This design comes from an exercise in tuning for small area on the open sky130 flow, not from production work.
In this exercise RTL edits were held to simulation tests only and were not proved equivalent to the original.

==> flow/design.v (excerpt) <==
module int_regfile_sb #(
  parameter int XLEN   = 32,
  parameter int NREGS  = 32,
  parameter int NRD    = 2,
  parameter int BYPASS = 1,
  localparam int AW    = $clog2(NREGS)
) (
  input  logic              clk,
  input  logic              rst,
  input  logic              rd_we,
  input  logic [AW-1:0]     rd_idx,
  input  logic [XLEN-1:0]   rd_data,
  input  logic [NRD-1:0]    rs_re,
  input  logic [NRD*AW-1:0] rs_idx,
  output logic [NRD*XLEN-1:0] rs_data,
  output logic [NRD-1:0]    rs_valid,
  input  logic              sb_set,
  input  logic [AW-1:0]     sb_idx,
  output logic [NRD-1:0]    hazard,
  output logic [NREGS-1:0]  pending
);
  logic [NREGS-1:1][XLEN-1:0] r_regs;
  logic [NREGS-1:1][XLEN-1:0] w_regs_nxt;
  logic [NREGS-1:1]           r_live;
  logic [NREGS-1:1]           r_pend;
  logic [NREGS-1:1]           w_wsel;
  logic [NREGS-1:1]           w_wsel_n;
  logic [NREGS-1:1]           w_ssel;
  logic [1:0][XLEN-1:0]       w_col;
  logic                       r_phase;
  logic [NRD-1:0]             r_valid;
  always_ff @(posedge clk or posedge rst) begin
    if (rst) r_phase <= 1'b0;
    else     r_phase <= ~r_phase;
  end
  for (genvar h = 0; h < 2; h++) begin : g_col
    for (genvar b = 0; b < XLEN; b++) begin : g_bit
      int_regfile_sb_col u_col (.a (rd_data[b]), .p (r_phase), .y (w_col[h][b]));
    end
  end
  for (genvar i = 1; i < NREGS; i++) begin : g_reg
    assign w_wsel[i]   = rd_we && (rd_idx == AW'(i));
    assign w_wsel_n[i] = ~w_wsel[i];
    assign w_ssel[i]   = sb_set && (sb_idx == AW'(i));
    for (genvar b = 0; b < XLEN; b++) begin : g_bit
      int_regfile_sb_hold u_hold (
        .q    (r_regs[i][b]),
        .we   (w_wsel[i]),
        .we_n (w_wsel_n[i]),
        .c    (w_col[i / 16][b]),
        .d    (w_regs_nxt[i][b])
      );
    end
    always_ff @(posedge clk) begin
      r_regs[i] <= w_regs_nxt[i];
    end
    always_ff @(posedge clk or posedge rst) begin
      if (rst) begin
        r_live[i] <= 1'b0;
        r_pend[i] <= 1'b0;
      end else begin
        if (w_wsel[i]) r_live[i] <= 1'b1;
        r_pend[i] <= w_ssel[i] | (r_pend[i] & ~w_wsel[i]);
      end
    end
  end
  assign pending = {r_pend, 1'b0};
  always_ff @(posedge clk or posedge rst) begin
    if (rst) r_valid <= '0;
    else     r_valid <= rs_re;
  end
  assign rs_valid = r_valid;
  ...
==> module int_regfile_sb_col, before the edit <==
module int_regfile_sb_col (
  input  logic a, p,
  output logic y
);
  assign y = a ^ p;
endmodule
==> module int_regfile_sb, before the edit <==
module int_regfile_sb #(
  parameter int XLEN   = 32,
  parameter int NREGS  = 32,
  parameter int NRD    = 2,
  parameter int BYPASS = 1,
  localparam int AW    = $clog2(NREGS)
) (
  input  logic              clk,
  input  logic              rst,
  input  logic              rd_we,
  input  logic [AW-1:0]     rd_idx,
  input  logic [XLEN-1:0]   rd_data,
  input  logic [NRD-1:0]    rs_re,
  input  logic [NRD*AW-1:0] rs_idx,
  output logic [NRD*XLEN-1:0] rs_data,
  output logic [NRD-1:0]    rs_valid,
  input  logic              sb_set,
  input  logic [AW-1:0]     sb_idx,
  output logic [NRD-1:0]    hazard,
  output logic [NREGS-1:0]  pending
);
  logic [NREGS-1:1][XLEN-1:0] r_regs;
  logic [NREGS-1:1][XLEN-1:0] w_regs_nxt;
  logic [NREGS-1:1]           r_live;
  logic [NREGS-1:1]           r_pend;
  logic [NREGS-1:1]           w_wsel;
  logic [NREGS-1:1]           w_wsel_n;
  logic [NREGS-1:1]           w_ssel;
  logic [1:0][XLEN-1:0]       w_col;
  logic                       r_phase;
  logic [NRD-1:0]             r_valid;
  always_ff @(posedge clk or posedge rst) begin
    if (rst) r_phase <= 1'b0;
    else     r_phase <= ~r_phase;
  end
  for (genvar h = 0; h < 2; h++) begin : g_col
    for (genvar b = 0; b < XLEN; b++) begin : g_bit
      int_regfile_sb_col u_col (.a (rd_data[b]), .p (r_phase), .y (w_col[h][b]));
    end
  end
  for (genvar i = 1; i < NREGS; i++) begin : g_reg
    assign w_wsel[i]   = rd_we && (rd_idx == AW'(i));
    assign w_wsel_n[i] = ~w_wsel[i];
    assign w_ssel[i]   = sb_set && (sb_idx == AW'(i));
    for (genvar b = 0; b < XLEN; b++) begin : g_bit
      int_regfile_sb_hold u_hold (
        .q    (r_regs[i][b]),
        .we   (w_wsel[i]),
        .we_n (w_wsel_n[i]),
        .c    (w_col[i / 16][b]),
        .d    (w_regs_nxt[i][b])
      );
    end
    always_ff @(posedge clk) begin
      r_regs[i] <= w_regs_nxt[i];
    end
    always_ff @(posedge clk or posedge rst) begin
      if (rst) begin
        r_live[i] <= 1'b0;
        r_pend[i] <= 1'b0;
      end else begin
        if (w_wsel[i]) r_live[i] <= 1'b1;
        r_pend[i] <= w_ssel[i] | (r_pend[i] & ~w_wsel[i]);
      end
    end
  end
  assign pending = {r_pend, 1'b0};
  always_ff @(posedge clk or posedge rst) begin
    if (rst) r_valid <= '0;
    else     r_valid <= rs_re;
  end
  assign rs_valid = r_valid;
  for (genvar g = 0; g < NRD; g++) begin : g_rd
    logic [AW-1:0]    w_idx;
    logic [3:0]       r_lo;    
    logic [7:0]       r_hi;    
    logic [NREGS-1:0] w_sel;
    logic             w_any;
    logic [XLEN-1:0]  w_data;
    assign w_idx = rs_idx[g*AW +: AW];
    always_ff @(posedge clk) begin
      for (int k = 0; k < 4; k++) r_lo[k] <= (w_idx[1:0] == 2'(k));
      for (int k = 0; k < 8; k++) r_hi[k] <= (w_idx[4:2] == 3'(k));
    end
    assign w_sel[0] = 1'b0;
    for (genvar i = 1; i < NREGS; i++) begin : g_sel
      assign w_sel[i] = r_lo[i % 4] & r_hi[i / 4] & r_live[i];
    end
    assign w_any = |w_sel;
    int_regfile_sb_rdmux #(.XLEN(XLEN), .NREGS(NREGS)) u_mux (
      .i_sel  (w_sel),
      .i_regs ({r_regs, {XLEN{1'b0}}}),
      .o_data (w_data)
    );
    assign rs_data[g*XLEN +: XLEN] = w_data ^ {XLEN{r_phase & w_any}};
    assign hazard[g] = rs_re[g] & pending[w_idx] & ~(rd_we && (rd_idx == w_idx));
  end
endmodule
export LEC_CHECK = 0
export CAP_MARGIN = 20
export CORE_MARGIN = 2
export CORE_UTILIZATION = 40
export SETUP_SLACK_MARGIN = 0.2
export SLEW_MARGIN = 20
export SYNTH_HIERARCHICAL = 1
create_clock -name core_clock -period 5.0 [get_ports {clk}]
standard.sh (not shown) runs the stock make flow with config.mk's settings and CLKGATE_MAP_FILE= SYNTH_SCRIPT=/design/flow/synth_recipe.tcl, a recipe that flattens the netlist after the stock synthesis.
==> flow/flow/run.sh <==
#!/bin/bash
# The standard ORFS layout with three changes:
#  * port buffers are the smallest plain buffer instead of a delay cell,
#  * clock-tree sinks are clustered into larger groups (fewer leaf buffers),
#  * no dummy loads are added to the clock tree.
set -euo pipefail
export BUFFER_PORTS_ARGS="-buffer_cell sky130_fd_sc_hd__buf_1"
export CTS_ARGS="-sink_clustering_enable -repair_clock_nets -sink_clustering_size 30 -sink_clustering_max_diameter 80 -dont_use_dummy_load"
bash standard.sh finish > standard.log 2>&1
Then changed:
--- a/flow/design.v
+++ b/flow/design.v
@@ -1,17 +1,11 @@
 module int_regfile_sb_hold (
   input  logic q, we, we_n, c,
   output logic d
 );
   assign d = ~((q | we) & (c | we_n));
-endmodule
-module int_regfile_sb_col (
-  input  logic a, p,
-  output logic y
-);
-  assign y = a ^ p;
 endmodule
 module int_regfile_sb_aoi3 (
   input  logic a0, s0, a1, s1, a2, s2,
   output logic y
 );
   assign y = ~((a0 & s0) | (a1 & s1) | (a2 & s2));
@@ -69,34 +63,30 @@
   logic [NREGS-1:1][XLEN-1:0] w_regs_nxt;
   logic [NREGS-1:1]           r_live;
   logic [NREGS-1:1]           r_pend;
   logic [NREGS-1:1]           w_wsel;
   logic [NREGS-1:1]           w_wsel_n;
   logic [NREGS-1:1]           w_ssel;
-  logic [1:0][XLEN-1:0]       w_col;
+  logic [XLEN-1:0]            w_col;
   logic                       r_phase;
   logic [NRD-1:0]             r_valid;
   always_ff @(posedge clk or posedge rst) begin
     if (rst) r_phase <= 1'b0;
     else     r_phase <= ~r_phase;
   end
-  for (genvar h = 0; h < 2; h++) begin : g_col
-    for (genvar b = 0; b < XLEN; b++) begin : g_bit
-      int_regfile_sb_col u_col (.a (rd_data[b]), .p (r_phase), .y (w_col[h][b]));
-    end
-  end
+  assign w_col = rd_data ^ {XLEN{r_phase}};
   for (genvar i = 1; i < NREGS; i++) begin : g_reg
     assign w_wsel[i]   = rd_we && (rd_idx == AW'(i));
     assign w_wsel_n[i] = ~w_wsel[i];
     assign w_ssel[i]   = sb_set && (sb_idx == AW'(i));
     for (genvar b = 0; b < XLEN; b++) begin : g_bit
       int_regfile_sb_hold u_hold (
         .q    (r_regs[i][b]),
         .we   (w_wsel[i]),
         .we_n (w_wsel_n[i]),
-        .c    (w_col[i / 16][b]),
+        .c    (w_col[b]),
         .d    (w_regs_nxt[i][b])
       );
     end
     always_ff @(posedge clk) begin
       r_regs[i] <= w_regs_nxt[i];
     end
Clock skew stays flat.
Register-to-register slack is worse by 70 ps.
Utilization climbs by 0.32 points.
Synthesized cell count drops slightly.
Non-clock buffer count drops by 51.

[port drivers added, routing unchanged]
No port has a modelled driver above. Below, the same layouts with a new extraction and two added sets of constraints. Step 1, drivers: a clkbuf_16 drives clk and a buf_2 each remaining input, both assumed. Step 2 moves the port delays by t, midway between the first and last clock arrival at a register: inputs arrive t later, outputs are due t later. That takes back most of the time a late clock gives input paths. Slacks: ideal / step 1 / step 2; pairs: ideal / step 1.
| run | shift t [ns] | setup WS [ns] | hold slack, ns | worst setup path after step 2 | slew at the worst register clock pin (ns) |
|---|---|---|---|---|---|
| the first run | 0.714 | 0.097 / 0.023 / 0.736 | 0.474 / 0.473 / 0.474 | register to output | 0.12 / 0.12 |
| the second run | 0.701 | 0.183 / 0.106 / 0.807 | 0.470 / 0.438 / 0.470 | register to output | 0.12 / 0.12 |
After both steps every run listed still meets setup and hold.
